Context: an optimization exercise on an open-source flow, tuned for small area, a short achievable clock period and few clock cycles per item. The choices shown serve that exercise and are no tape-out recipe.
In this exercise RTL edits were held to simulation tests only and were not proved equivalent to the original.

[flow/design.v]
`timescale 1ns / 1ps
module gscm_front (
   input  logic         clock,
   input  logic         reset,
   input  logic         csr_we,
   input  logic [2:0]   csr_index,
   input  logic [31:0]  csr_wdata,
   input  logic         in_acc,
   input  logic [7:0]   in_level,
   output logic         out_valid,
   output logic [23:0]  out_ca,      
   output logic [23:0]  out_cb,      
   output logic [7:0]   out_pa,      
   output logic [7:0]   out_pb,      
   output logic [7:0]   out_lvl,
   output logic         out_interp,  
   output logic         out_gta      
);
   logic [2:0]   cnt_ff;
   logic [191:0] stops_ff;
   logic         wr_en;
   logic [2:0]   wr_idx;
   logic [31:0]  wr_data;
   logic         acc_v;
   logic [7:0]   lvl;
   logic [5:1]   in_use, below, run;
   logic [5:0]   sel;
   logic         last, interp, gta;
   logic [31:0]  sa, sb;
   logic         r_valid_ff;
   logic [31:0]  r_sa_ff, r_sb_ff;
   logic [7:0]   r_lvl_ff;
   logic         r_interp_ff, r_gta_ff;
   assign wr_en      = csr_we;
   assign wr_idx  = csr_index;
   assign wr_data = csr_wdata;
   logic [6:0]  reg_en;
   logic [31:0] dat0, dat1;
   always_comb begin
      for (int i = 0; i < 7; i++) begin
         reg_en[i] = reset || (wr_en && (wr_idx == 3'(i)));
      end
      dat0 = reset ? 32'd0 : wr_data;
      dat1 = reset ? 32'hFFFF_FFFF : wr_data;
   end
   always_ff @(posedge clock) begin
      if (reg_en[0]) cnt_ff <= reset ? 3'd2 : wr_data[2:0];
      for (int i = 0; i < 6; i++) begin
         if (reg_en[i+1]) stops_ff[i*32 +: 32] <= (i == 1) ? dat1 : dat0;
      end
   end
   assign acc_v = in_acc;
   assign lvl = in_level;
   always_comb begin
      for (int i = 1; i < 6; i++) begin
         in_use[i] = (cnt_ff > 3'(i));
         below[i]  = in_use[i] && (stops_ff[i*32 + 24 +: 8] < lvl);
      end
      run[1] = below[1];
      for (int i = 2; i < 6; i++) run[i] = run[i-1] && below[i];
      sel[0] = !run[1];
      for (int i = 1; i < 5; i++) sel[i] = run[i] && !run[i+1];
      sel[5] = run[5];
      last = run[5] || !in_use[1];
      for (int i = 1; i < 5; i++) begin
         if (run[i] && !in_use[i+1]) last = 1'b1;
      end
      interp = !last && (!sel[0] || (stops_ff[56 +: 8] > stops_ff[24 +: 8]));
      gta    = !sel[0] || (stops_ff[24 +: 8] < lvl);
      sa = '0;
      sb = '0;
      for (int i = 0; i < 6; i++) begin
         sa = sa | ({32{sel[i]}} & stops_ff[i*32 +: 32]);
      end
      for (int i = 0; i < 5; i++) begin
         sb = sb | ({32{sel[i]}} & stops_ff[(i+1)*32 +: 32]);
      end
   end
   always_ff @(posedge clock) begin
      r_valid_ff <= acc_v && !reset;
      r_sa_ff    <= sa;
      r_sb_ff    <= sb;
      r_lvl_ff   <= lvl;
      r_interp_ff <= interp;
      r_gta_ff    <= gta;
   end
   assign out_valid = r_valid_ff;
   assign out_ca    = r_sa_ff[23:0];
   assign out_cb    = r_sb_ff[23:0];
   assign out_pa    = r_sa_ff[31:24];
   assign out_pb    = r_sb_ff[31:24];
   assign out_lvl   = r_lvl_ff;
   assign out_interp = r_interp_ff;
   assign out_gta    = r_gta_ff;
endmodule
`timescale 1ns / 1ps
module gscm_queue #(
   parameter int DEPTH = 6
) (
   input  logic         clock,
   input  logic         reset,
   input  logic         in_valid,
   input  logic [23:0]  in_data,
   output logic         out_valid,
   input  logic         out_ready,
   output logic [23:0]  out_data
);
   localparam int CW = $clog2(DEPTH + 1);
   logic [23:0]      slot_ff [DEPTH];
   logic [DEPTH-1:0] wr_ff, rd_ff;
   logic [CW-1:0]    cnt_ff;
   logic             head_v_ff;
   logic [23:0]      head_ff;
   logic             head_free, fifo_empty, take_fifo, take_in, push;
   logic [23:0]      fifo_head;
   always_comb begin
      fifo_empty = (cnt_ff == '0);
      head_free  = !head_v_ff || out_ready;
      take_fifo  = head_free && !fifo_empty;
      take_in    = head_free && fifo_empty && in_valid;
      push       = in_valid && !take_in;
      fifo_head  = '0;
      for (int i = 0; i < DEPTH; i++) begin
         fifo_head = fifo_head | ({24{rd_ff[i]}} & slot_ff[i]);
      end
   end
   always_ff @(posedge clock) begin
      if (reset) begin
         head_v_ff <= 1'b0;
         cnt_ff    <= '0;
         wr_ff     <= DEPTH'(1);
         rd_ff     <= DEPTH'(1);
      end else begin
         if (head_free) head_v_ff <= !fifo_empty || in_valid;
         if (push && !take_fifo) cnt_ff <= cnt_ff + CW'(1);
         else if (take_fifo && !push) cnt_ff <= cnt_ff - CW'(1);
         if (push) wr_ff <= {wr_ff[DEPTH-2:0], wr_ff[DEPTH-1]};
         if (take_fifo) rd_ff <= {rd_ff[DEPTH-2:0], rd_ff[DEPTH-1]};
      end
   end
   always_ff @(posedge clock) begin
      if (take_fifo) head_ff <= fifo_head;
      else if (take_in) head_ff <= in_data;
   end
   always_ff @(posedge clock) begin
      for (int i = 0; i < DEPTH; i++) begin
         if (push && wr_ff[i]) slot_ff[i] <= in_data;
      end
   end
   assign out_valid = head_v_ff;
   assign out_data  = head_ff;
endmodule
`timescale 1ns / 1ps
module gscm_back (
   input  logic         clock,
   input  logic         reset,
   input  logic         in_valid,
   input  logic [23:0]  in_ca,
   input  logic [23:0]  in_cb,
   input  logic [7:0]   in_pa,
   input  logic [7:0]   in_pb,
   input  logic [7:0]   in_lvl,
   input  logic         in_interp,
   input  logic         in_gta,
   output logic         out_valid,
   output logic [23:0]  out_rgb      
);
   logic        interp;
   logic [7:0]  span, dlt, rdlt;
   logic [23:0] base, dif, wgt;
   always_comb begin
      interp = in_interp;
      span   = 8'd1;
      dlt    = 8'd0;
      rdlt   = 8'd1;
      if (interp) begin
         span = in_pb - in_pa;
         if (in_gta) begin
            dlt  = in_lvl - in_pa;
            rdlt = in_pb - in_lvl;
         end else begin
            rdlt = in_pb - in_pa;
         end
      end
      for (int c = 0; c < 3; c++) begin
         logic [8:0] ba;
         ba = {1'b0, in_cb[c*8 +: 8]} - {1'b0, in_ca[c*8 +: 8]};
         dif[c*8 +: 8] = (ba[7:0] ^ {8{ba[8]}}) + {7'd0, ba[8]};
         if (!ba[8]) begin
            base[c*8 +: 8] = in_ca[c*8 +: 8];
            wgt[c*8 +: 8]  = dlt;
         end else begin
            base[c*8 +: 8] = in_cb[c*8 +: 8];
            wgt[c*8 +: 8]  = rdlt;
         end
      end
   end
   logic        m_valid;
   logic [7:0]  m_span;
   logic [23:0] m_base, m_dif, m_wgt;
   always_ff @(posedge clock) begin
      m_valid <= in_valid && !reset;
      m_span  <= span;
      m_base  <= base;
      m_dif   <= dif;
      m_wgt   <= wgt;
   end
   logic [95:0] rows;
   for (genvar c = 0; c < 3; c++) begin : g_mul
      gscm_mul8h u_mul (
         .a    (m_dif[c*8 +: 8]),
         .b    (m_wgt[c*8 +: 8]),
         .h    (m_span[7:1]),
         .row0 (rows[c*32 +: 16]),
         .row1 (rows[c*32 + 16 +: 16])
      );
   end
   localparam int SW = 1 + 8 + 72;
   function automatic logic [15:0] carries16(input logic [15:0] a, input logic [15:0] b);
      logic [15:0] gg, pp, gn, pn;
      gg = a & b;
      pp = a ^ b;
      for (int l = 0; l < 4; l++) begin
         gn = gg;
         pn = pp;
         for (int i = 0; i < 16; i++) begin
            if ((i >> l) % 2 == 1) begin
               gn[i] = gg[i] | (pp[i] & gg[((i >> l) << l) - 1]);
               pn[i] = pp[i] & pp[((i >> l) << l) - 1];
            end
         end
         gg = gn;
         pp = pn;
      end
      carries16 = {gg[14:0], 1'b0};
   endfunction
   function automatic logic [8:0] sub_step(input logic [7:0] r, input logic w,
                                           input logic [7:0] s);
      logic [7:0] x, g, p, g1, p1, g2, p2, g3, d;
      logic [8:0] b;
      x  = {r[6:0], w};
      g  = ~x & s;
      p  = ~(x ^ s);
      g1 = g;
      p1 = p;
      for (int i = 1; i < 8; i += 2) begin
         g1[i] = g[i] | (p[i] & g[i-1]);
         p1[i] = p[i] & p[i-1];
      end
      g2 = g1;
      p2 = p1;
      for (int i = 0; i < 8; i++) begin
         if (i % 4 >= 2) begin
            g2[i] = g1[i] | (p1[i] & g1[(i/4)*4 + 1]);
            p2[i] = p1[i] & p1[(i/4)*4 + 1];
         end
      end
      g3 = g2;
      for (int i = 4; i < 8; i++) begin
         g3[i] = g2[i] | (p2[i] & g2[3]);
      end
      b = {g3, 1'b0};
      d = x ^ s ^ b[7:0];
      if (r[7] || !b[8]) sub_step = {1'b1, d};
      else               sub_step = {1'b0, x};
   endfunction
   function automatic logic [SW-1:0] div_step(input logic [SW-1:0] st);
      logic [8:0] qr;
      div_step = st;
      for (int c = 0; c < 3; c++) begin
         qr = sub_step(st[c*24 + 8 +: 8], st[c*24 + 7], st[79:72]);
         div_step[c*24 + 8 +: 8] = qr[7:0];
         div_step[c*24 +: 8]     = {st[c*24 +: 7], qr[8]};
      end
   endfunction
   logic [SW-1:0] n0, s1, s3, s5, s6;
   logic [SW-1:0] d0, d2, d4, d6;
   always_comb begin
      n0 = {m_valid, m_span, 72'd0};
      for (int c = 0; c < 3; c++) begin
         logic [15:0] r0, r1;
         r0 = rows[c*32 +: 16];
         r1 = rows[c*32 + 16 +: 16];
         n0[c*24 +: 24] = {m_base[c*8 +: 8], r0 ^ r1 ^ carries16(r0, r1)};
      end
   end
   always_ff @(posedge clock) d0 <= {n0[SW-1] && !reset, n0[SW-2:0]};
   assign s1 = div_step(div_step(d0));
   always_ff @(posedge clock) d2 <= {s1[SW-1] && !reset, s1[SW-2:0]};
   assign s3 = div_step(div_step(d2));
   always_ff @(posedge clock) d4 <= {s3[SW-1] && !reset, s3[SW-2:0]};
   assign s5 = div_step(div_step(d4));
   always_ff @(posedge clock) d6 <= {s5[SW-1] && !reset, s5[SW-2:0]};
   assign s6 = div_step(d6);
   always_comb begin
      for (int c = 0; c < 3; c++) begin
         logic [8:0] qr;
         logic [7:0] ba, qh, g, p, gg, pp, gn, pn;
         qr = sub_step(s6[c*24 + 8 +: 8], s6[c*24 + 7], s6[79:72]);
         ba = s6[c*24 + 16 +: 8];
         qh = {s6[c*24 +: 7], 1'b0};
         g  = ba & qh;
         p  = ba ^ qh;
         gg = g;
         pp = p;
         for (int l = 0; l < 3; l++) begin
            gn = gg;
            pn = pp;
            for (int i = 0; i < 8; i++) begin
               if ((i >> l) % 2 == 1) begin
                  gn[i] = gg[i] | (pp[i] & gg[((i >> l) << l) - 1]);
                  pn[i] = pp[i] & pp[((i >> l) << l) - 1];
               end
            end
            gg = gn;
            pp = pn;
         end
         out_rgb[c*8 +: 8] = p ^ ({gg[6:0], 1'b0} | ({pp[6:0], 1'b1} & {8{qr[8]}}));
      end
   end
   assign out_valid = d6[SW-1];
endmodule
module gscm_mul8h (
   input  logic [7:0]  a,
   input  logic [7:0]  b,
   input  logic [6:0]  h,
   output logic [15:0] row0,
   output logic [15:0] row1
);
   logic [7:0] pp [8];
   always_comb begin
      for (int i = 0; i < 8; i++) pp[i] = a & {8{b[i]}};
   end
   logic c2;
   logic c4;
   logic c6;
   logic c8;
   logic c10;
   logic c12;
   logic c14;
   logic c16;
   logic c18;
   logic c20;
   logic c22;
   logic c24;
   logic c26;
   logic c28;
   logic c30;
   logic c32;
   logic c34;
   logic c36;
   logic c38;
   logic c40;
   logic c42;
   logic c44;
   logic c46;
   logic c48;
   logic c50;
   logic c52;
   logic c54;
   logic c56;
   logic c58;
   logic c60;
   logic c62;
   logic c64;
   logic c66;
   logic c68;
   logic c70;
   logic c72;
   logic c74;
   logic c76;
   logic c78;
   logic c80;
   logic c82;
   logic c84;
   logic c86;
   logic c88;
   logic c90;
   logic c92;
   logic c94;
   logic c96;
   logic s1;
   logic s3;
   logic s5;
   logic s7;
   logic s9;
   logic s11;
   logic s13;
   logic s15;
   logic s17;
   logic s19;
   logic s21;
   logic s23;
   logic s25;
   logic s27;
   logic s29;
   logic s31;
   logic s33;
   logic s35;
   logic s37;
   logic s39;
   logic s41;
   logic s43;
   logic s45;
   logic s47;
   logic s49;
   logic s51;
   logic s53;
   logic s55;
   logic s57;
   logic s59;
   logic s61;
   logic s63;
   logic s65;
   logic s67;
   logic s69;
   logic s71;
   logic s73;
   logic s75;
   logic s77;
   logic s79;
   logic s81;
   logic s83;
   logic s85;
   logic s87;
   logic s89;
   logic s91;
   logic s93;
   logic s95;
   assign s1 = pp[0][5] ^ pp[1][4];
   assign c2 = pp[0][5] & pp[1][4];
   assign s3 = pp[0][6] ^ pp[1][5] ^ pp[2][4];
   assign c4 = (pp[0][6] & pp[1][5]) | (pp[0][6] & pp[2][4]) | (pp[1][5] & pp[2][4]);
   assign s5 = pp[3][3] ^ pp[4][2];
   assign c6 = pp[3][3] & pp[4][2];
   assign s7 = pp[0][7] ^ pp[1][6] ^ pp[2][5];
   assign c8 = (pp[0][7] & pp[1][6]) | (pp[0][7] & pp[2][5]) | (pp[1][6] & pp[2][5]);
   assign s9 = pp[3][4] ^ pp[4][3] ^ pp[5][2];
   assign c10 = (pp[3][4] & pp[4][3]) | (pp[3][4] & pp[5][2]) | (pp[4][3] & pp[5][2]);
   assign s11 = pp[1][7] ^ pp[2][6] ^ pp[3][5];
   assign c12 = (pp[1][7] & pp[2][6]) | (pp[1][7] & pp[3][5]) | (pp[2][6] & pp[3][5]);
   assign s13 = pp[4][4] ^ pp[5][3];
   assign c14 = pp[4][4] & pp[5][3];
   assign s15 = pp[2][7] ^ pp[3][6] ^ pp[4][5];
   assign c16 = (pp[2][7] & pp[3][6]) | (pp[2][7] & pp[4][5]) | (pp[3][6] & pp[4][5]);
   assign s17 = pp[0][3] ^ pp[1][2];
   assign c18 = pp[0][3] & pp[1][2];
   assign s19 = pp[0][4] ^ pp[1][3] ^ pp[2][2];
   assign c20 = (pp[0][4] & pp[1][3]) | (pp[0][4] & pp[2][2]) | (pp[1][3] & pp[2][2]);
   assign s21 = pp[3][1] ^ pp[4][0];
   assign c22 = pp[3][1] & pp[4][0];
   assign s23 = pp[2][3] ^ pp[3][2] ^ pp[4][1];
   assign c24 = (pp[2][3] & pp[3][2]) | (pp[2][3] & pp[4][1]) | (pp[3][2] & pp[4][1]);
   assign s25 = pp[5][0] ^ h[5] ^ s1;
   assign c26 = (pp[5][0] & h[5]) | (pp[5][0] & s1) | (h[5] & s1);
   assign s27 = pp[5][1] ^ pp[6][0] ^ h[6];
   assign c28 = (pp[5][1] & pp[6][0]) | (pp[5][1] & h[6]) | (pp[6][0] & h[6]);
   assign s29 = c2 ^ s3 ^ s5;
   assign c30 = (c2 & s3) | (c2 & s5) | (s3 & s5);
   assign s31 = pp[6][1] ^ pp[7][0] ^ c4;
   assign c32 = (pp[6][1] & pp[7][0]) | (pp[6][1] & c4) | (pp[7][0] & c4);
   assign s33 = c6 ^ s7 ^ s9;
   assign c34 = (c6 & s7) | (c6 & s9) | (s7 & s9);
   assign s35 = pp[6][2] ^ pp[7][1] ^ c8;
   assign c36 = (pp[6][2] & pp[7][1]) | (pp[6][2] & c8) | (pp[7][1] & c8);
   assign s37 = c10 ^ s11 ^ s13;
   assign c38 = (c10 & s11) | (c10 & s13) | (s11 & s13);
   assign s39 = pp[5][4] ^ pp[6][3] ^ pp[7][2];
   assign c40 = (pp[5][4] & pp[6][3]) | (pp[5][4] & pp[7][2]) | (pp[6][3] & pp[7][2]);
   assign s41 = c12 ^ c14 ^ s15;
   assign c42 = (c12 & c14) | (c12 & s15) | (c14 & s15);
   assign s43 = pp[3][7] ^ pp[4][6] ^ pp[5][5];
   assign c44 = (pp[3][7] & pp[4][6]) | (pp[3][7] & pp[5][5]) | (pp[4][6] & pp[5][5]);
   assign s45 = pp[6][4] ^ pp[7][3] ^ c16;
   assign c46 = (pp[6][4] & pp[7][3]) | (pp[6][4] & c16) | (pp[7][3] & c16);
   assign s47 = pp[4][7] ^ pp[5][6] ^ pp[6][5];
   assign c48 = (pp[4][7] & pp[5][6]) | (pp[4][7] & pp[6][5]) | (pp[5][6] & pp[6][5]);
   assign s49 = pp[0][2] ^ pp[1][1];
   assign c50 = pp[0][2] & pp[1][1];
   assign s51 = pp[2][1] ^ pp[3][0] ^ h[3];
   assign c52 = (pp[2][1] & pp[3][0]) | (pp[2][1] & h[3]) | (pp[3][0] & h[3]);
   assign s53 = h[4] ^ c18 ^ s19;
   assign c54 = (h[4] & c18) | (h[4] & s19) | (c18 & s19);
   assign s55 = c20 ^ c22 ^ s23;
   assign c56 = (c20 & c22) | (c20 & s23) | (c22 & s23);
   assign s57 = c24 ^ c26 ^ s27;
   assign c58 = (c24 & c26) | (c24 & s27) | (c26 & s27);
   assign s59 = c28 ^ c30 ^ s31;
   assign c60 = (c28 & c30) | (c28 & s31) | (c30 & s31);
   assign s61 = c32 ^ c34 ^ s35;
   assign c62 = (c32 & c34) | (c32 & s35) | (c34 & s35);
   assign s63 = c36 ^ c38 ^ s39;
   assign c64 = (c36 & c38) | (c36 & s39) | (c38 & s39);
   assign s65 = c40 ^ c42 ^ s43;
   assign c66 = (c40 & c42) | (c40 & s43) | (c42 & s43);
   assign s67 = pp[7][4] ^ c44 ^ c46;
   assign c68 = (pp[7][4] & c44) | (pp[7][4] & c46) | (c44 & c46);
   assign s69 = pp[5][7] ^ pp[6][6] ^ pp[7][5];
   assign c70 = (pp[5][7] & pp[6][6]) | (pp[5][7] & pp[7][5]) | (pp[6][6] & pp[7][5]);
   assign s71 = pp[0][1] ^ pp[1][0];
   assign c72 = pp[0][1] & pp[1][0];
   assign s73 = pp[2][0] ^ h[2] ^ s49;
   assign c74 = (pp[2][0] & h[2]) | (pp[2][0] & s49) | (h[2] & s49);
   assign s75 = s17 ^ c50 ^ s51;
   assign c76 = (s17 & c50) | (s17 & s51) | (c50 & s51);
   assign s77 = s21 ^ c52 ^ s53;
   assign c78 = (s21 & c52) | (s21 & s53) | (c52 & s53);
   assign s79 = s25 ^ c54 ^ s55;
   assign c80 = (s25 & c54) | (s25 & s55) | (c54 & s55);
   assign s81 = s29 ^ c56 ^ s57;
   assign c82 = (s29 & c56) | (s29 & s57) | (c56 & s57);
   assign s83 = s33 ^ c58 ^ s59;
   assign c84 = (s33 & c58) | (s33 & s59) | (c58 & s59);
   assign s85 = s37 ^ c60 ^ s61;
   assign c86 = (s37 & c60) | (s37 & s61) | (c60 & s61);
   assign s87 = s41 ^ c62 ^ s63;
   assign c88 = (s41 & c62) | (s41 & s63) | (c62 & s63);
   assign s89 = s45 ^ c64 ^ s65;
   assign c90 = (s45 & c64) | (s45 & s65) | (c64 & s65);
   assign s91 = s47 ^ c66 ^ s67;
   assign c92 = (s47 & c66) | (s47 & s67) | (c66 & s67);
   assign s93 = c48 ^ c68 ^ s69;
   assign c94 = (c48 & c68) | (c48 & s69) | (c68 & s69);
   assign s95 = pp[6][7] ^ pp[7][6] ^ c70;
   assign c96 = (pp[6][7] & pp[7][6]) | (pp[6][7] & c70) | (pp[7][6] & c70);
   assign row0 = {1'b0, pp[7][7], c94, c92, c90, c88, c86, c84, c82, c80, c78, c76, c74, c72, h[1], pp[0][0]};
   assign row1 = {1'b0, c96, s95, s93, s91, s89, s87, s85, s83, s81, s79, s77, s75, s73, s71, h[0]};
endmodule
`timescale 1ns / 1ps
module gradient_stop_colormap_unit (
   input  logic         clock,
   input  logic         reset,
   input  logic         csr_we,
   input  logic [2:0]   csr_index,
   input  logic [31:0]  csr_wdata,
   input  logic         req_tvalid,
   output logic         req_tready,
   input  logic [7:0]   req_tdata,    
   output logic         rsp_tvalid,
   input  logic         rsp_tready,
   output logic [23:0]  rsp_tdata     
);
   localparam int QDEPTH = 7;
   localparam int CAP    = QDEPTH + 1;    
   localparam int CW     = $clog2(CAP + 1);
   logic        acc, pop;
   logic [CW-1:0] cnt_ff, cnt_in;
   logic        rdy_ff;
   logic        f_valid, f_interp, f_gta;
   logic [23:0] f_ca, f_cb;
   logic [7:0]  f_pa, f_pb, f_lvl;
   logic        b_valid;
   logic [23:0] b_rgb;
   logic [23:0] q_data;
   assign acc = req_tvalid && rdy_ff;
   assign pop = rsp_tvalid && rsp_tready;
   always_comb begin
      cnt_in = cnt_ff;
      if (acc && !pop) cnt_in = cnt_ff + CW'(1);
      else if (pop && !acc) cnt_in = cnt_ff - CW'(1);
   end
   always_ff @(posedge clock) begin
      if (reset) begin
         cnt_ff <= '0;
         rdy_ff <= 1'b1;
      end else begin
         cnt_ff <= cnt_in;
         rdy_ff <= (cnt_in < CW'(CAP));
      end
   end
   assign req_tready = rdy_ff;
   gscm_front u_front (
      .clock     (clock),
      .reset     (reset),
      .csr_we    (csr_we),
      .csr_index (csr_index),
      .csr_wdata (csr_wdata),
      .in_acc    (acc),
      .in_level  (req_tdata),
      .out_valid (f_valid),
      .out_ca    (f_ca),
      .out_cb    (f_cb),
      .out_pa    (f_pa),
      .out_pb    (f_pb),
      .out_lvl   (f_lvl),
      .out_interp (f_interp),
      .out_gta   (f_gta)
   );
   gscm_back u_back (
      .clock     (clock),
      .reset     (reset),
      .in_valid  (f_valid),
      .in_ca     (f_ca),
      .in_cb     (f_cb),
      .in_pa     (f_pa),
      .in_pb     (f_pb),
      .in_lvl    (f_lvl),
      .in_interp (f_interp),
      .in_gta    (f_gta),
      .out_valid (b_valid),
      .out_rgb   (b_rgb)
   );
   gscm_queue #(
      .DEPTH (QDEPTH)
   ) u_queue (
      .clock     (clock),
      .reset     (reset),
      .in_valid  (b_valid),
      .in_data   (b_rgb),
      .out_valid (rsp_tvalid),
      .out_ready (rsp_tready),
      .out_data  (q_data)
   );
   assign rsp_tdata = {q_data[7:0], q_data[15:8], q_data[23:16]};
endmodule
[flow/run.sh]
#!/bin/bash
# synth_recipe.tcl (not shown) runs the flow's synth.tcl, then flattens the netlist and writes it again
# the make line also repeats each setting of config.mk as NAME=value (left out here)
make -C /OpenROAD-flow-scripts/flow DESIGN_CONFIG=/design/flow/config.mk WORK_HOME=/design/flow/orfs CLKGATE_MAP_FILE= SYNTH_SCRIPT=/design/flow/synth_recipe.tcl finish
[flow/constraint.sdc]
create_clock -name core_clock -period 9.0 [get_ports {clock}]
set_input_delay 1.8000 -clock core_clock [delete_from_list [all_inputs] [get_ports {clock}]]
set_output_delay 1.8000 -clock core_clock [all_outputs]
set_load 0.01 [all_outputs]
[flow/config.mk]
export PLATFORM = sky130hd
export DESIGN_NAME = gradient_stop_colormap_unit
export DESIGN_NICKNAME = gradient_stop_colormap_unit
export VERILOG_FILES = /design/flow/design.v
export SDC_FILE = /design/flow/constraint.sdc
export NUM_CORES = 4
export LEC_CHECK = 0
export CAP_MARGIN = 20
export CORE_MARGIN = 2
export CORE_UTILIZATION = 70
export SETUP_SLACK_MARGIN = 3.5
export SLEW_MARGIN = 20
==> reports/summary.txt, run 1 <==
Largest net degree at the start of global routing: 102
Asr flop ratio synth: 0%
Final ANT Viol Nets: 0
Final period utilization: 57.08%
Layout area overhead: 10.63%
DR pass1 iterations: 8
Syn Area/Cell: 11.52 um2
FF+latch count, synth: 890
Clock buffer depth: 3
Setup violators final: 0
GP Congestion: 0.8860
Number of global-route vias before repair: 31650
Reg2Reg Setup Slack: 3.86 ns
First DRT Iteration DRCs: 2837
Post-route minimum period: 5.137 ns
Worst min path class: reg2reg
Later-pin clock latency in the skew report: 0.66 ns
Final HPWL DP: 76880 um
EDFF count, synth: 387
First-pass GRT wire length: 173300 um
Final WS setup: 3.863 ns
Synth cell types: 76
Crit path kind: reg2reg
Syn Nets: 4529
Fin nets: 4613
Slew HR: 23.78%
Port-buffer cells: 73
CP max FO: 12
Main synth FF type: dfxtp_1
DIE AREA: 66610 um2
DRC viols: 0
CTS tree: built
F_max: 194.6 MHz
Total core area: 64120 um2
Clock Tree Root: clkbuf_16
Final slew viol count: 0
Num CTS Buffers: 88
Initial antenna violation count: 1
Final TNS setup: 0 ns
Cell type with the highest aggregate area in the netlist: edfxtp_1
WL/cell: 22.50 um
IO Count: 74
Number of H-tree levels: 3
FP Rows: 93
Synth top area cells: edfxtp_1 (26%), dfxtp_1 (22%), ha_1 (9.8%)
Post-synthesis sequential area ratio: 48.00%
Status: complete, no violations
Initial Util: 70.48%
Ant diodes: 0
Placed Area: 46850 um2
Critical path launch point type: flip-flop
Die height: 258.1 um
All-Layer GR Usage: 33.55%
Drt total wl: 111000 um
Gr ovfl total: 0
Setup slack at placement: 3.353 ns
Die W: 258.1 um
Routed vias/inst: 6.222
WP data arrival: 5.67 ns
CP required: 9.53 ns
Layout cells sized above 1: 7.355%
Cells after Synth: 3922
Syn. warnings: 7
Post-layout instance area: 49990 um2
Clock slew at reported path FFs: 0.07 ns
Post-synth top area share: 25.72%
Max-cap violations: 0
Hold Vio Cnt, Final: 0
Crit path capture type: flip-flop
Unrepaired setup endpoints after global routing: true
Mapped Area: 45190 um2
Sink Count: 890
Slew @ Worst Pin: 1.143 ns
Layout Skew: 0.05597 ns
Vias: 30700
-- synth_stat cells, types with 32 or more instances --
library cell    n
dfxtp_1       503
o211ai_1       45
edfxtp_1      387
a22oi_1        33
o21a_1         32
or2_2          42
a221oi_1       42
a21o_1         93
nor2_1        181
o21ai_0       174
inv_1         402
xnor2_1        81
a221o_1        64
xor2_1         88
and2_1        116
mux2_2         33
o21bai_1       36
mux2i_1       117
ha_1          354
nand2_1       264
fa_1          205
a21oi_1       124
nor2b_1        82
clkbuf_1       85
-- path summary, 6_finish.rpt --
path | depth (start not counted) | start | to
max | 20 | u_back.d6[72] | u_queue.head_ff[23]
min | 0 | u_back.d2[71] | u_back.d4[71]
max reg2reg | 20 | u_back.d6[72] | u_queue.head_ff[23]
min reg2reg | 0 | u_back.d2[71] | u_back.d4[71]
-- critical path, cell delays in order (launching register included) --
cell	delay, ns
dfxtp_1	0.46
ha_1	0.21
inv_1	0.06
fa_1	0.47
nor2b_1	0.17
o2111ai_1	0.17
a21boi_0	0.33
o21ai_0	0.21
a21oi_4	0.38
inv_1	0.11
o21a_1	0.12
a21oi_1	0.12
ha_1	0.26
nand2_1	0.09
nor2_1	0.05
a211oi_1	0.25
a2bb2oi_1	0.14
a31oi_1	0.53
a21oi_1	0.27
mux2i_2	0.43
a21o_1	0.18
-- kinds of logic (layout without fill, tap and decap cells) --
| kind of cell | count (synthesis) | in the layout | synth area share, % |
|---|---|---|---|
| compound gates | 805 | 805 | 12.95 |
| xor+xnor | 169 | 169 | 3.275 |
| fa+ha+maj | 559 | 559 | 18.88 |
| buf+inv | 514 | 671 | 4.372 |
| flops | 890 | 890 | 48.00 |
| mux | 150 | 150 | 3.414 |
| simple gates | 835 | 835 | 9.104 |
-- metrics by stage --
step	hold WS [ns]	std cells	utilization, %
after detailed placement	0.3121	4770	73.07
final	0.2941	4934	77.97
after global placement	0.3101	4770	73.06
after floorplan	0.3096	3922	-
after global routing	0.3083	4934	77.97
after CTS	0.2911	4933	77.84
-- flip-flops by register name, indices dropped and copies added (netlist names), 3 cells and up --
| signal | flops |
|---|---|
| u_front.stops_ff | 192 |
| u_queue.slot_ff | 168 |
| u_back.d0 | 81 |
| u_back.d2 | 81 |
| u_back.d4 | 81 |
| u_back.d6 | 81 |
| u_front.r_sa_ff | 32 |
| u_front.r_sb_ff | 32 |
| u_back.m_base | 24 |
| u_back.m_dif | 24 |
| u_back.m_wgt | 24 |
| u_queue.head_ff | 24 |
| u_back.m_span | 8 |
| u_front.r_lvl_ff | 8 |
| u_queue.rd_ff | 7 |
| u_queue.wr_ff | 7 |
| cnt_ff | 4 |
| u_front.cnt_ff | 3 |
| u_queue.cnt_ff | 3 |
-- timing repair --
| item | CTS | global route |
|---|---|---|
| setup buffers | 0 | 1 |
| hold buffers | 0 | 0 |
| gates resized for setup | 1 | 14 |
| setup endpoints to repair | 17 | 97 |
| pin swaps | 0 | 1 |
-- cells in the final DEF (no fill, tap or decap), types with 42 or more instances in the layout --
| cell | n |
|---|---|
| ha_1 | 354 |
| a221oi_1 | 42 |
| clkdlybuf4s50_1 | 72 |
| xor2_1 | 87 |
| nor2_1 | 178 |
| and2_1 | 115 |
| xnor2_1 | 79 |
| edfxtp_1 | 387 |
| fa_1 | 205 |
| nor2b_1 | 78 |
| a21o_1 | 91 |
| clkbuf_16 | 93 |
| dfxtp_1 | 503 |
| inv_1 | 402 |
| o211ai_1 | 45 |
| o21ai_0 | 174 |
| nand2_1 | 263 |
| a221o_1 | 64 |
| a21oi_1 | 122 |
| mux2i_1 | 116 |
| or2_2 | 42 |
-- area by class of cell --
cell class	count	area, um2
fillers	3855	14120
well taps	855	1070
multi-input cells	2518	21680
repair buffers	105	978.4
flip-flops and latches	890	21690
clock inverters	42	554.3
clock buffers	121	2502
inverters	403	1513
-- per-layer routing --
metal	vias up	track usage [%]	part of all wire [%]
li1	13980	-	-
met1	15100	41.99	39
met2	1342	58.90	50
met3	275	4.417	6.8
met4	0	14.00	4.3
met5	-	0	0
Testbench counts, summed over its fixed seeds: cycles 18,373, items 16,000.
==> inputs of run 2 (changes only) <==
--- a/flow/config.mk
+++ b/flow/config.mk
@@ -9,4 +9,4 @@
 export CORE_MARGIN = 2
 export CORE_UTILIZATION = 70
-export SETUP_SLACK_MARGIN = 3.5
+export SETUP_SLACK_MARGIN = 4.5
 export SLEW_MARGIN = 20
==> reports/summary.txt, run 2 <==
IO Count: 74 (unchanged)
Largest net degree at the start of global routing: 102 (unchanged)
Setup slack at placement: 3.353 ns (unchanged)
Worst min path class: reg2reg (unchanged)
Layout cells sized above 1: 11.42% (was 7.355%)
Sink Count: 890 (unchanged)
Initial antenna violation count: 1 (unchanged)
Layout Skew: 0.05937 ns (was 0.05597 ns)
Gr ovfl total: 0 (unchanged)
Syn Nets: 4529 (unchanged)
Syn. warnings: 7 (unchanged)
Final WS setup: 4.609 ns (was 3.863 ns)
Port-buffer cells: 73 (unchanged)
Crit path kind: reg2reg (unchanged)
Fin nets: 4702 (was 4613)
Most flops, register: u_front.stops_ff (unchanged)
DRC viols: 0 (unchanged)
FF+latch count, synth: 890 (unchanged)
Asr flop ratio synth: 0% (unchanged)
Cell type with the highest aggregate area in the netlist: edfxtp_1 (unchanged)
Later-pin clock latency in the skew report: 0.66 ns (about the same)
F_max: 227.7 MHz (was 194.6 MHz)
Number of global-route vias before repair: 32240 (was 31650)
Cells after Synth: 3922 (unchanged)
First-pass GRT wire length: 177000 um (was 173300 um)
# fillers: 3620 (was 3855)
EDFF count, synth: 387 (unchanged)
Num CTS Buffers: 88 (unchanged)
Final period utilization: 48.79% (was 57.08%)
Most frequent cell after synthesis: dfxtp_1 (unchanged)
Unrepaired setup endpoints after global routing: true (unchanged)
Most common cell after layout, fill and taps aside: dfxtp_1 (unchanged)
Final TNS setup: 0 ns (unchanged)
Final slew viol count: 0 (unchanged)
Hold buffers post-CTS: 0 (unchanged)
CP required: 9.53 ns (about the same)
Routed vias/inst: 6.269 (was 6.222)
Clock slew at reported path FFs: 0.06 ns (was 0.07 ns)
Final ANT Viol Nets: 0 (unchanged)
FP Rows: 93 (unchanged)
GP Congestion: 0.8860 (unchanged)
Post-route minimum period: 4.391 ns (was 5.137 ns)
DIE AREA: 66610 um2 (unchanged)
WL/cell: 23.11 um (was 22.50 um)
Crit path capture type: flip-flop (unchanged)
Critical path launch point type: flip-flop (unchanged)
Layout area overhead: 13.67% (was 10.63%)
Total core area: 64120 um2 (unchanged)
Synth top area cells: edfxtp_1 (26%), dfxtp_1 (22%), ha_1 (9.8%) (unchanged)
Number of H-tree levels: 3 (unchanged)
Clock buffer depth: 3 (unchanged)
Hold Vio Cnt, Final: 0 (unchanged)
Status: complete, no violations (unchanged)
Synth cell types: 76 (unchanged)
Syn Area/Cell: 11.52 um2 (unchanged)
Max-cap violations: 0 (unchanged)
Mapped Area: 45190 um2 (unchanged)
Max FFs per register: 192 (unchanged)
Post-synthesis sequential area ratio: 48.00% (unchanged)
Initial Util: 70.48% (unchanged)
Commonest non-fill, non-tap cells in the layout: dfxtp_1 (488), inv_1 (402), edfxtp_1 (387) (was dfxtp_1 (503), inv_1 (402), edfxtp_1 (387))
Drt total wl: 116100 um (was 111000 um)
Post-synth top area share: 25.72% (unchanged)
Clock Tree Root: clkbuf_16 (unchanged)
Die W: 258.1 um (unchanged)
Slew HR: 24.15% (was 23.78%)
Setup violators final: 0 (unchanged)
Final HPWL DP: 76880 um (unchanged)
CTS tree: built (unchanged)
DR pass1 iterations: 7 (was 8)
All-Layer GR Usage: 34.34% (was 33.55%)
Final Hold Slack: 0.3004 ns (was 0.2941 ns)
CP max FO: 9 (was 12)
Largest registers: u_front.stops_ff x192, u_queue.slot_ff x168 (unchanged)
Main synth FF type: dfxtp_1 (unchanged)
Slew @ Worst Pin: 1.138 ns (was 1.143 ns)
First DRT Iteration DRCs: 2798 (was 2837)
Vias: 31490 (was 30700)
Ant diodes: 0 (unchanged)
Die height: 258.1 um (unchanged)
WP data arrival: 4.92 ns (was 5.67 ns)
Commonest cells in the netlist: dfxtp_1 (503), inv_1 (402), edfxtp_1 (387), ha_1 (354), nand2_1 (264) (unchanged)
==> run 2: cell counts after synthesis <==
Identical to the previous run, type by type.
==> run 2: logic make-up after synthesis <==
kind of cell	after synthesis	synth area share, %
XOR/XNOR	169	3.275
AO/OA/AOI/OAI	805	12.95
buffers and inverters	514	4.372
flip-flops	890	48.00
multiplexers	150	3.414
AND/OR/NAND/NOR	835	9.104
adder cells (fa/ha/maj)	559	18.88
==> run 2: critical path: stages, from the launching register on <==
cell and delay (ns):
dfxtp_1 0.39, inv_1 0.07, ha_1 0.19, inv_1 0.08
fa_1 0.19, nor2b_1 0.06, o21ai_1 0.23, a21boi_2 0.11
o211a_1 0.27, o21bai_4 0.27, mux2_2 0.42, inv_1 0.07
ha_1 0.22, a21o_1 0.17, a21o_1 0.21, a21o_1 0.18
a21o_1 0.20, a21o_1 0.21, a21oi_2 0.20, a2111oi_4 0.08
buf_12 0.17, mux2_2 0.28
==> run 2: layer usage <==
metal	GRT usage (%)	part of all wire, %	up-vias
met2	59.80	50	1486
li1	-	-	14160
met3	4.535	6.7	326
met5	0	0	-
met4	15.74	5.0	0
met1	42.83	38	15520
==> run 2: final timing paths <==
check                      from       endpoint  slack [ns]  cells after the start
hold reg to reg   u_back.d2[71]  u_back.d4[71]        0.30                      0
hold / removal    u_back.d2[71]  u_back.d4[71]        0.30                      0
setup / recovery  u_back.d0[55]  u_back.d2[58]        4.61                     21
setup reg to reg  u_back.d0[55]  u_back.d2[58]        4.61                     21
==> run 2: metrics by stage <==
| step | instance area [um2] | cells | util (%) |
|---|---|---|---|
| final | 51370 | 5023 | 80.12 |
| after global routing | 51370 | 5023 | 80.12 |
| after CTS | 50620 | 4969 | 78.95 |
| after detailed placement | 46850 | 4770 | 73.07 |
| after global placement | 46840 | 4770 | 73.06 |
| after floorplan | 45190 | 3922 | - |
==> run 2: what timing repair did <==
item                                    4_1_cts  5_1_grt
gates resized for setup                      89       95
endpoints found under the setup margin      323      318
cloned                                        1        3
setup buffers                                35       51
pin swaps                                    19       43
==> run 2: area by class of cell <==
class                   count  area, um2  share of cell area [%]
clock buffers             121       2502                   4.872
inverters                 403       1513                   2.945
clock inverters            42      554.3                   1.079
well taps                 855       1070                   2.083
flip-flops and latches    890      21720                   42.29
repair buffers            190       1744                   3.395
multi-input cells        2522      22260                   43.34
==> inputs of run 3 (changes only) <==
--- a/flow/config.mk
+++ b/flow/config.mk
@@ -8,5 +8,7 @@
 export CAP_MARGIN = 20
 export CORE_MARGIN = 2
-export CORE_UTILIZATION = 70
+export CORE_UTILIZATION = 55
+export CTS_BUF_LIST = sky130_fd_sc_hd__clkbuf_4 sky130_fd_sc_hd__clkbuf_8
+export CTS_CLUSTER_SIZE = 24
 export SETUP_SLACK_MARGIN = 4.5
 export SLEW_MARGIN = 20
==> reports/summary.txt, run 3 <==
Status: complete, no violations (unchanged)
Final slew viol count: 0 (unchanged)
Initial antenna violation count: 3 (was 1)
DR pass1 iterations: 8 (was 7)
Cell type with the highest aggregate area in the netlist: edfxtp_1 (unchanged)
Hold Vio Cnt, Final: 0 (unchanged)
GP Congestion: 0.8722 (was 0.8860)
Max-cap violations: 0 (unchanged)
Syn. warnings: 7 (unchanged)
Post-synth top area share: 25.72% (unchanged)
Routed vias/inst: 5.646 (was 6.269)
Mapped Area: 45190 um2 (unchanged)
Worst min path class: reg2reg (unchanged)
Largest family of logic cells by synthesized area: adder cells (unchanged)
Most frequent cell after synthesis: dfxtp_1 (unchanged)
Initial Util: 55.30% (was 70.48%)
Number of global-route vias before repair: 31620 (was 32240)
Main synth FF type: dfxtp_1 (unchanged)
Port-buffer cells: 73 (unchanged)
CP max FO: 69 (was 9)
Most flops, register: u_front.stops_ff (unchanged)
First DRT Iteration DRCs: 1696 (was 2798)
Final HPWL DP: 79980 um (was 76880 um)
Clock slew at reported path FFs: 0.06 ns (about the same)
Syn Area/Cell: 11.52 um2 (unchanged)
Number of H-tree levels: 4 (was 3)
Total core area: 81720 um2 (was 64120 um2)
Final Hold Slack: 0.2875 ns (was 0.3004 ns)
Largest net degree at the start of global routing: 102 (unchanged)
Syn Nets: 4529 (unchanged)
Simple-Gate Fraction of Synth Area: 9.103% (unchanged)
Slew @ Worst Pin: 1.070 ns (was 1.138 ns)
Layout Skew: 0.05586 ns (was 0.05937 ns)
WP data arrival: 5.04 ns (was 4.92 ns)
Post-synthesis sequential area ratio: 48.00% (unchanged)
Die W: 290.6 um (was 258.1 um)
Clock Tree Root: clkbuf_8 (was clkbuf_16)
Max FFs per register: 192 (unchanged)
Post-synthesis mux area share: 3.414% (unchanged)
Most common cell after layout, fill and taps aside: dfxtp_1 (unchanged)
CP required: 9.66 ns (was 9.53 ns)
EDFF count, synth: 387 (unchanged)
Layout cells sized above 1: 14.14% (was 11.42%)
Post-Synth XOR/XNOR Area: 3.275% (unchanged)
Post-synthesis adder-cell area fraction: 18.88% (unchanged)
Gr ovfl total: 0 (unchanged)
Vias: 30260 (was 31490)
Unrepaired setup endpoints after global routing: true (unchanged)
Synth top area cells: edfxtp_1 (26%), dfxtp_1 (22%), ha_1 (9.8%) (unchanged)
Commonest non-fill, non-tap cells in the layout: dfxtp_1 (488), inv_1 (402), edfxtp_1 (387) (unchanged)
WL/cell: 21.27 um (was 23.11 um)
Fin nets: 4774 (was 4702)
Asr flop ratio synth: 0% (unchanged)
Num CTS Buffers: 146 (was 88)
Synth cell types: 76 (unchanged)
FF+latch count, synth: 890 (unchanged)
Drt total wl: 114000 um (was 116100 um)
Commonest cells in the netlist: dfxtp_1 (503), inv_1 (402), edfxtp_1 (387), ha_1 (354), nand2_1 (264) (unchanged)
DRC viols: 0 (unchanged)
Largest registers: u_front.stops_ff x192, u_queue.slot_ff x168 (unchanged)
Setup violators final: 0 (unchanged)
First-pass GRT wire length: 176300 um (was 177000 um)
Sink Count: 890 (unchanged)
DIE AREA: 84470 um2 (was 66610 um2)
Later-pin clock latency in the skew report: 0.83 ns (was 0.66 ns)
Crit path kind: in2reg (was reg2reg)
FP Rows: 105 (was 93)
CTS tree: built (unchanged)
Final TNS setup: 0 ns (unchanged)
Slew HR: 28.67% (was 24.15%)
Die height: 290.6 um (was 258.1 um)
All-Layer GR Usage: 26.95% (was 34.34%)
Cells after Synth: 3922 (unchanged)
Final ANT Viol Nets: 0 (unchanged)
Compound-Gate Fraction of Synth Area: 12.95% (unchanged)
Final period utilization: 48.70% (was 48.79%)
Post-route minimum period: 4.383 ns (was 4.391 ns)
F_max: 228.1 MHz (was 227.7 MHz)
Layout area overhead: 14.32% (was 13.67%)
Clock buffer depth: 3 (unchanged)
Critical path launch point type: input pin (was flip-flop)
IO Count: 74 (unchanged)
Crit path capture type: flip-flop (unchanged)
==> run 3: final timing paths <==
kind / slack, ns / end / depth (start not counted) / from
max: 4.62 / u_front.r_sb_ff[6] / 13 / req_tdata[5]
min: 0.29 / u_back.d6[6] / 0 / u_back.d4[4]
max reg2reg: 4.64 / u_back.d6[37] / 22 / u_back.d4[72]
min reg2reg: 0.29 / u_back.d6[6] / 0 / u_back.d4[4]
==> run 3: timing repair <==
action | in CTS | in global routing
gates cloned | 3 | 3
endpoints found under the hold margin | 0 | 0
hold buffers | 0 | 0
pin swaps | 21 | 50
gates resized for setup | 81 | 85
setup endpoints to repair | 291 | 292
buffers inserted | 44 | 50
==> run 3: critical path, cell delays in order <==
cell and delay (ns):
clkdlybuf4s50_1 0.49, inv_1 0.15, ha_1 0.35, o2111ai_1 0.12
o211ai_1 0.26, nor2b_4 0.21, buf_8 0.39, nor3_1 0.15
nand2_2 0.10, buf_6 0.37, nor2_4 0.09, buf_12 0.18
a221o_1 0.31
==> run 3: area by class of cell <==
class                           instances  area (um2)
Antenna cell                            2       5.005
Clock buffer                          221        2666
Clock inverter                         47       371.6
Fill cell                            6426       30050
Inverter                              403        1513
Multi-Input combinational cell       2524       22250
Sequential cell                       890       21730
Tap cell                             1070        1339
Timing Repair Buffer                  202        1795
==> run 3: cells by family after synthesis <==
family / Yosys count
simple gates: 835
mux: 150
fa+ha+maj: 559
flops: 890
xor+xnor: 169
compound gates: 805
buf+inv: 514
==> run 3: per-layer routing <==
metal | wire length [um] | GRT usage (%)
met4 | 3416 | 9.604
met5 | 0 | 0
met1 | 48250 | 33.99
met2 | 57790 | 47.70
met3 | 4559 | 3.243
==> run 3: stage by stage <==
| stage | worst slack, ns | instance area [um2] | std cells | utilization [%] |
|---|---|---|---|---|
| after detailed placement | 3.208 | 47140 | 4989 | 57.69 |
| after global placement | 3.228 | 47140 | 4989 | 57.69 |
| after CTS | 4.510 | 50910 | 5304 | 62.31 |
| after global routing | 4.411 | 51660 | 5358 | 63.22 |
| after floorplan | 4.616 | 45190 | 3922 | - |
| final | 4.617 | 51660 | 5359 | 63.22 |
==> inputs of run 4 (changes only) <==
--- a/flow/config.mk
+++ b/flow/config.mk
@@ -9,6 +9,4 @@
 export CORE_MARGIN = 2
 export CORE_UTILIZATION = 55
-export CTS_BUF_LIST = sky130_fd_sc_hd__clkbuf_4 sky130_fd_sc_hd__clkbuf_8
-export CTS_CLUSTER_SIZE = 24
-export SETUP_SLACK_MARGIN = 4.5
+export SETUP_SLACK_MARGIN = 5
 export SLEW_MARGIN = 20
==> reports/summary.txt, run 4 <==
Die W: 290.6 um (unchanged)
WP data arrival: 4.70 ns (was 5.04 ns)
Drt total wl: 120900 um (was 114000 um)
Syn Nets: 4529 (unchanged)
DR pass1 iterations: 6 (was 8)
Crit path capture type: flip-flop (unchanged)
Critical path launch point type: flip-flop (was input pin)
Synth cell types: 76 (unchanged)
Crit path kind: reg2reg (was in2reg)
Die height: 290.6 um (unchanged)
DRC viols: 0 (unchanged)
Most frequent cell after synthesis: dfxtp_1 (unchanged)
Initial antenna violation count: 5 (was 3)
Max FFs per register: 192 (unchanged)
Compound-Gate Fraction of Synth Area: 12.95% (unchanged)
Later-pin clock latency in the skew report: 0.67 ns (was 0.83 ns)
Final TNS setup: 0 ns (unchanged)
Cell type with the highest aggregate area in the netlist: edfxtp_1 (unchanged)
Reg2Reg Setup Slack: 4.82 ns (was 4.64 ns)
Setup slack at placement: 3.406 ns (was 3.208 ns)
Most flops, register: u_front.stops_ff (unchanged)
FF-to-FF End: u_queue.head_ff[9] (was u_back.d6[37])
F_max: 239.3 MHz (was 228.1 MHz)
Final HPWL DP: 79950 um (was 79980 um)
Hold Vio Cnt, Final: 0 (unchanged)
Total core area: 81720 um2 (unchanged)
Final period utilization: 46.43% (was 48.70%)
RR Startpoint: u_back.d6[72] (was u_back.d4[72])
Clock buffer depth: 3 (unchanged)
Clock Tree Root: clkbuf_16 (was clkbuf_8)
Setup violators final: 0 (unchanged)
Critical hold path startpoint: u_back.d0[71] (was u_back.d4[4])
Port-buffer cells: 73 (unchanged)
Post-synth top area share: 25.72% (unchanged)
First DRT Iteration DRCs: 1993 (was 1696)
Reg2reg path depth: 20 (was 22)
Post-route minimum period: 4.179 ns (was 4.383 ns)
CTS tree: built (unchanged)
Post-synthesis sequential area ratio: 48.00% (unchanged)
First-pass GRT wire length: 182900 um (was 176300 um)
Largest net degree at the start of global routing: 102 (unchanged)
Gr ovfl total: 0 (unchanged)
CP max FO: 5 (was 69)
Synth top area cells: edfxtp_1 (26%), dfxtp_1 (22%), ha_1 (9.8%) (unchanged)
Sink Count: 890 (unchanged)
Mapped Area: 45190 um2 (unchanged)
Fin nets: 4862 (was 4774)
Post-synthesis adder-cell area fraction: 18.88% (unchanged)
Largest registers: u_front.stops_ff x192, u_queue.slot_ff x168 (unchanged)
FF+latch count, synth: 890 (unchanged)
Most common cell after layout, fill and taps aside: dfxtp_1 (unchanged)
Hold buffers post-CTS: 0 (unchanged)
GP Congestion: 0.8891 (was 0.8722)
Slew @ Worst Pin: 1.082 ns (was 1.070 ns)
Clock slew at reported path FFs: 0.06 ns (about the same)
Num CTS Buffers: 93 (was 146)
Post-synthesis mux area share: 3.414% (unchanged)
Initial Util: 55.30% (unchanged)
Cells after Synth: 3922 (unchanged)
FP Rows: 105 (unchanged)
Largest family of logic cells by synthesized area: adder cells (unchanged)
Final slew viol count: 0 (unchanged)
Slew HR: 27.86% (was 28.67%)
Status: complete, no violations (unchanged)
Layout cells sized above 1: 21.09% (was 14.14%)
Asr flop ratio synth: 0% (unchanged)
Max-cap violations: 0 (unchanged)
Unrepaired setup endpoints after global routing: true (unchanged)
DIE AREA: 84470 um2 (unchanged)
EDFF count, synth: 387 (unchanged)
Layout Skew: 0.05584 ns (was 0.05586 ns)
Worst min path class: reg2reg (unchanged)
Hold Path Depth: 0 (unchanged)
Simple-Gate Fraction of Synth Area: 9.103% (unchanged)
Commonest cells in the netlist: dfxtp_1 (503), inv_1 (402), edfxtp_1 (387), ha_1 (354), nand2_1 (264) (unchanged)
Final ANT Viol Nets: 0 (unchanged)
Vias: 31190 (was 30260)
Routed vias/inst: 5.775 (was 5.646)
All-Layer GR Usage: 27.80% (was 26.95%)
CP required: 9.52 ns (was 9.66 ns)
WL/cell: 22.39 um (was 21.27 um)
Syn Area/Cell: 11.52 um2 (unchanged)
Worst hold endpoint: u_back.d2[71] (was u_back.d6[6])
Layout area overhead: 22.13% (was 14.32%)
Post-Synth XOR/XNOR Area: 3.275% (unchanged)
Final WS setup: 4.821 ns (was 4.617 ns)
Number of global-route vias before repair: 32320 (was 31620)
Syn. warnings: 7 (unchanged)
IO Count: 74 (unchanged)
Commonest non-fill, non-tap cells in the layout: dfxtp_1 (432), edfxtp_1 (387), inv_1 (358) (was dfxtp_1 (488), inv_1 (402), edfxtp_1 (387))
Main synth FF type: dfxtp_1 (unchanged)
Number of H-tree levels: 3 (was 4)
-- run 4: cell type report --
class                           instances  area (um2)
Antenna cell                            1       2.502
Clock buffer                          120        2532
Clock inverter                         49       763.2
Fill cell                            6002       26520
Inverter                              403        1555
Multi-Input combinational cell       2523       23700
Sequential cell                       890       21850
Tap cell                             1070        1339
Timing Repair Buffer                  344        3443
-- run 4: per-layer routing --
metal  vias to the layer above  wire length [um]  track usage, %
met4                         0              4743           10.60
li1                      14490                 -               -
met3                       236              5306           2.837
met5                         -                 0               0
met2                       868             61420           49.71
met1                     15590             49410           34.70
-- run 4: worst max-delay path by stage --
stage | startpoint | to | slack [ns] | cells after the start
global placement | req_tdata[4] | u_front.r_sb_ff[21] | 3.46 | 10
CTS | u_back.d6[72] | u_queue.head_ff[7] | 4.87 | 20
detailed placement | req_tdata[4] | u_front.r_sb_ff[21] | 3.41 | 10
floorplan | u_back.d0[72] | u_back.d2[10] | 5.00 | 20
finish | u_back.d6[72] | u_queue.head_ff[9] | 4.82 | 20
global route | u_back.d6[72] | u_queue.head_ff[22] | 4.65 | 21
-- run 4: cells by family after synthesis --
logic type,count (synthesis)
mux,150
buf+inv,514
fa+ha+maj,559
compound gates,805
flops,890
xor+xnor,169
simple gates,835
-- run 4: worst max-delay path, stage by stage (launching register included) --
cell and delay (ns):
dfxtp_4 0.40, buf_4 0.13, ha_2 0.16, inv_2 0.04, fa_2 0.37, nand2b_4 0.17, a21oi_4 0.13, o41a_1 0.32
o21bai_4 0.12, buf_4 0.15, nand2_1 0.07, o21ai_0 0.09, ha_1 0.34, a2111oi_4 0.35, o21a_2 0.26, or3_4 0.18
buf_12 0.11, ha_4 0.14, xor2_4 0.27, nor2_1 0.08, a31oi_1 0.14
-- run 4: repair_timing --
action | 4_1_cts | 5_1_grt
resized for setup | 291 | 306
cloned | 8 | 2
buffers inserted | 161 | 76
pin swaps | 152 | 184
endpoints found under the setup margin | 358 | 318
-- run 4: through the flow --
stage                     util (%)  cell area (um2)  hold slack (ns)  instances
after floorplan                  -            45440           0.3095       3922
after global placement       57.89            47310           0.3120       4983
after detailed placement     57.89            47310           0.3121       4983
after CTS                    65.20            53280           0.2988       5321
after global routing         67.54            55190           0.2974       5399
final                        67.54            55190           0.2955       5400
==> inputs of run 5 (changes only) <==
--- a/flow/config.mk
+++ b/flow/config.mk
@@ -9,4 +9,4 @@
 export CORE_MARGIN = 2
 export CORE_UTILIZATION = 55
-export SETUP_SLACK_MARGIN = 5
+export SETUP_SLACK_MARGIN = 4.75
 export SLEW_MARGIN = 20
==> reports/summary.txt, run 5 <==
DR top layer: met4 (unchanged)
Synth cell types: 76 (unchanged)
Clock slew at reported path FFs: 0.06 ns (about the same)
CP max stage cell: dfxtp_2 (was dfxtp_4)
Met2 WL post-DR: 58690 um (was 61420 um)
Sink Count: 890 (unchanged)
EDFF count, synth: 387 (unchanged)
Routed vias/inst: 5.723 (was 5.775)
FP Rows: 105 (unchanged)
RR Startpoint: u_back.d2[7] (was u_back.d6[72])
Cell type with the highest aggregate area in the netlist: edfxtp_1 (unchanged)
CP required: 9.56 ns (was 9.52 ns)
Commonest cells in the netlist: dfxtp_1 (503), inv_1 (402), edfxtp_1 (387), ha_1 (354), nand2_1 (264) (unchanged)
Post-route minimum period: 4.181 ns (was 4.179 ns)
Hold Path Depth: 0 (unchanged)
Crit path capture type: flip-flop (unchanged)
Final TNS setup: 0 ns (unchanged)
Routed met3 length: 5274 um (was 5306 um)
Largest net degree at the start of global routing: 102 (unchanged)
Layout area overhead: 17.12% (was 22.13%)
Post-synth top area share: 25.72% (unchanged)
Critical hold path startpoint: u_back.d0[24] (was u_back.d0[71])
Die height: 290.6 um (unchanged)
Most flops, register: u_front.stops_ff (unchanged)
Crit path kind: reg2reg (unchanged)
Reg2Reg Setup Slack: 4.82 ns (about the same)
Slew @ Worst Pin: 1.093 ns (was 1.082 ns)
CP Launch Point: u_back.d2[7] (was u_back.d6[72])
Most common cell after layout, fill and taps aside: dfxtp_1 (unchanged)
CP max FO: 6 (was 5)
CP dominant cell by count: a21o_1 (was buf_4)
Drt total wl: 117100 um (was 120900 um)
Final period utilization: 46.45% (was 46.43%)
Commonest non-fill, non-tap cells in the layout: dfxtp_1 (475), inv_1 (391), edfxtp_1 (387) (was dfxtp_1 (432), edfxtp_1 (387), inv_1 (358))
Final slew viol count: 0 (unchanged)
Initial Util: 55.30% (unchanged)
Fin nets: 4791 (was 4862)
FF+latch count, synth: 890 (unchanged)
Main synth FF type: dfxtp_1 (unchanged)
Cells after Synth: 3922 (unchanged)
Asr flop ratio synth: 0% (unchanged)
Port-buffer cells: 73 (unchanged)
Gr ovfl total: 0 (unchanged)
DR pass1 iterations: 5 (was 6)
Syn. warnings: 7 (unchanged)
Num CTS Buffers: 95 (was 93)
Final HPWL DP: 80480 um (was 79950 um)
CTS tree: built (unchanged)
IO Count: 74 (unchanged)
Crit path cell chain: inv_1 > ha_1 > inv_1 > fa_2 > nor2b_2 > o21ai_2 > a21boi_2 > o211a_1 > o21bai_1 > buf_6 > mux2_4 > inv_1 > ha_1 > a21o_1 > a21o_1 > a21o_1 > a21o_1 > a21o_1 > a21oi_4 > a2111oi_4 > buf_6 > mux2_2 (was buf_4 > ha_2 > inv_2 > fa_2 > nand2b_4 > a21oi_4 > o41a_1 > o21bai_4 > buf_4 > nand2_1 > o21ai_0 > ha_1 > a2111oi_4 > o21a_2 > or3_4 > buf_12 > ha_4 > xor2_4 > nor2_1 > a31oi_1)
First DRT Iteration DRCs: 2080 (was 1993)
Status: complete, no violations (unchanged)
Die W: 290.6 um (unchanged)
FF-to-FF End: u_back.d4[10] (was u_queue.head_ff[9])
Clock buffer depth: 3 (unchanged)
Max incr delay on CP: 0.33 ns (was 0.40 ns)
Final WS setup: 4.820 ns (was 4.821 ns)
Initial antenna violation count: 3 (was 5)
Placed Area: 47140 um2 (was 47310 um2)
Layout Skew: 0.04698 ns (was 0.05584 ns)
Most frequent cell after synthesis: dfxtp_1 (unchanged)
WP data arrival: 4.74 ns (was 4.70 ns)
Slew HR: 27.15% (was 27.86%)
Largest registers: u_front.stops_ff x192, u_queue.slot_ff x168 (unchanged)
Hold Vio Cnt, Final: 0 (unchanged)
All-Layer GR Usage: 26.85% (was 27.80%)
DIE AREA: 84470 um2 (unchanged)
Syn Nets: 4529 (unchanged)
Vias: 30530 (was 31190)
Max FFs per register: 192 (unchanged)
First-pass GRT wire length: 176400 um (was 182900 um)
Max-cap violations: 0 (unchanged)
Wl on met1: 48710 um (was 49410 um)
Layout cells sized above 1: 15.24% (was 21.09%)
Reg2reg path depth: 22 (was 20)
Worst hold endpoint: u_back.d2[26] (was u_back.d2[71])
Number of H-tree levels: 3 (unchanged)
WL/cell: 21.95 um (was 22.39 um)
F_max: 239.2 MHz (was 239.3 MHz)
Setup slack at placement: 3.310 ns (was 3.406 ns)
Final Hold Slack: 0.3111 ns (was 0.2955 ns)
Clock Tree Root: clkbuf_16 (unchanged)
Final ANT Viol Nets: 0 (unchanged)
Post-synthesis sequential area ratio: 48.00% (unchanged)
Post-layout instance area: 52930 um2 (was 55190 um2)
Unrepaired setup endpoints after global routing: true (unchanged)
# fillers: 6265 (was 6002)
Setup violators final: 0 (unchanged)
Later-pin clock latency in the skew report: 0.68 ns (was 0.67 ns)
Critical path launch point type: flip-flop (unchanged)
DRC viols: 0 (unchanged)
Syn Area/Cell: 11.52 um2 (unchanged)
Total core area: 81720 um2 (unchanged)
Synth top area cells: edfxtp_1 (26%), dfxtp_1 (22%), ha_1 (9.8%) (unchanged)
Number of global-route vias before repair: 31540 (was 32320)
Mapped Area: 45190 um2 (unchanged)
GP Congestion: 0.8663 (was 0.8891)
Worst min path class: reg2reg (unchanged)
## run 5: how the worst max path moves through the flow
stage                           to  slack (ns)
6_report             u_back.d4[10]        4.82
3_3_place_gp   u_front.r_sb_ff[12]        3.36
4_1_cts        u_queue.head_ff[23]        4.72
3_5_place_dp   u_front.r_sb_ff[24]        3.31
5_1_grt        u_queue.head_ff[19]        4.63
2_1_floorplan        u_back.d2[10]        4.79
## run 5: layout make-up
cell class	instances	area (um2)	share of cell area (%)
tap	1070	1339	2.530
clock buffer	127	2629	4.967
multi-input combinational	2521	22640	42.78
sequential	890	21750	41.10
antenna	1	2.502	0.004728
clock inverter	50	588.1	1.111
inverter	403	1520	2.872
timing repair buffer	273	2454	4.636
## run 5: critical path, delay by kind of cell, from the launching register on
family / cells / cell delay [ns]
AO/OA/AOI/OAI: 11 / 1.98
adder cells (fa/ha/maj): 3 / 0.63
buffers and inverters: 5 / 0.52
flip-flops: 1 / 0.33
multiplexers: 2 / 0.57
AND/OR/NAND/NOR: 1 / 0.05
## run 5: logic make-up after synthesis
group                    share of synthesized area (%)
adder cells (fa/ha/maj)                          18.88
flip-flops                                       48.00
AND/OR/NAND/NOR                                  9.104
multiplexers                                     3.414
XOR/XNOR                                         3.275
buffers and inverters                            4.372
AO/OA/AOI/OAI                                    12.95
## run 5: per-layer routing
| metal | global-route usage [%] | up-vias |
|---|---|---|
| met2 | 47.47 | 815 |
| li1 | - | 14350 |
| met4 | 9.807 | 0 |
| met5 | 0 | - |
| met3 | 3.120 | 222 |
| met1 | 33.93 | 15150 |
## run 5: through the flow
stage | instances | utilization [%]
after global routing | 5334 | 64.77
after floorplan | 3922 | -
final | 5335 | 64.77
after global placement | 4988 | 57.68
after CTS | 5240 | 63.10
after detailed placement | 4988 | 57.68
## run 5: timing repair
item                                    4_1_cts  5_1_grt
gates resized for setup                     157      165
cloned                                        3        6
pin swaps                                    56      129
hold buffers                                  0        0
setup buffers                                72       88
endpoints found under the setup margin      340      305

static timing again, ports no longer ideal:
Ports are ideal in the flow. The routed layouts listed here were re-timed in OpenROAD. Step 1, drivers: a clkbuf_16 drives clock and a buf_2 each remaining input, both assumed. Step 2 moves the port delays by t, midway between the first and last clock arrival at a register: inputs arrive t later, outputs are due t later. That takes back most of the time a late clock gives input paths. Three values: no drivers, after step 1, after step 2; two values: the first two.
| run | t (ns) | setup WS [ns] | worst register clock-pin slew, ns | worst data-port slew with drivers (ns) | pins driven straight from the clock port |
|---|---|---|---|---|---|
| run 1 | 0.693 | 3.863 / 3.863 / 3.322 | 0.07 / 0.07 | 0.05 | 1 |
| run 2 | 0.695 | 4.609 / 4.609 / 4.090 | 0.07 / 0.07 | 0.06 | 1 |
| run 3 | 0.858 | 4.617 / 4.643 / 3.794 | 0.07 / 0.07 | 0.06 | 1 |
| run 4 | 0.707 | 4.821 / 4.821 / 4.429 | 0.07 / 0.07 | 0.05 | 1 |
| run 5 | 0.724 | 4.819 / 4.819 / 4.202 | 0.07 / 0.07 | 0.05 | 1 |
After both steps every run listed still meets setup and hold. For run 3, which loses most, drivers alone change the setup slack by +0.026 ns; drivers and shift together by -0.823 ns.
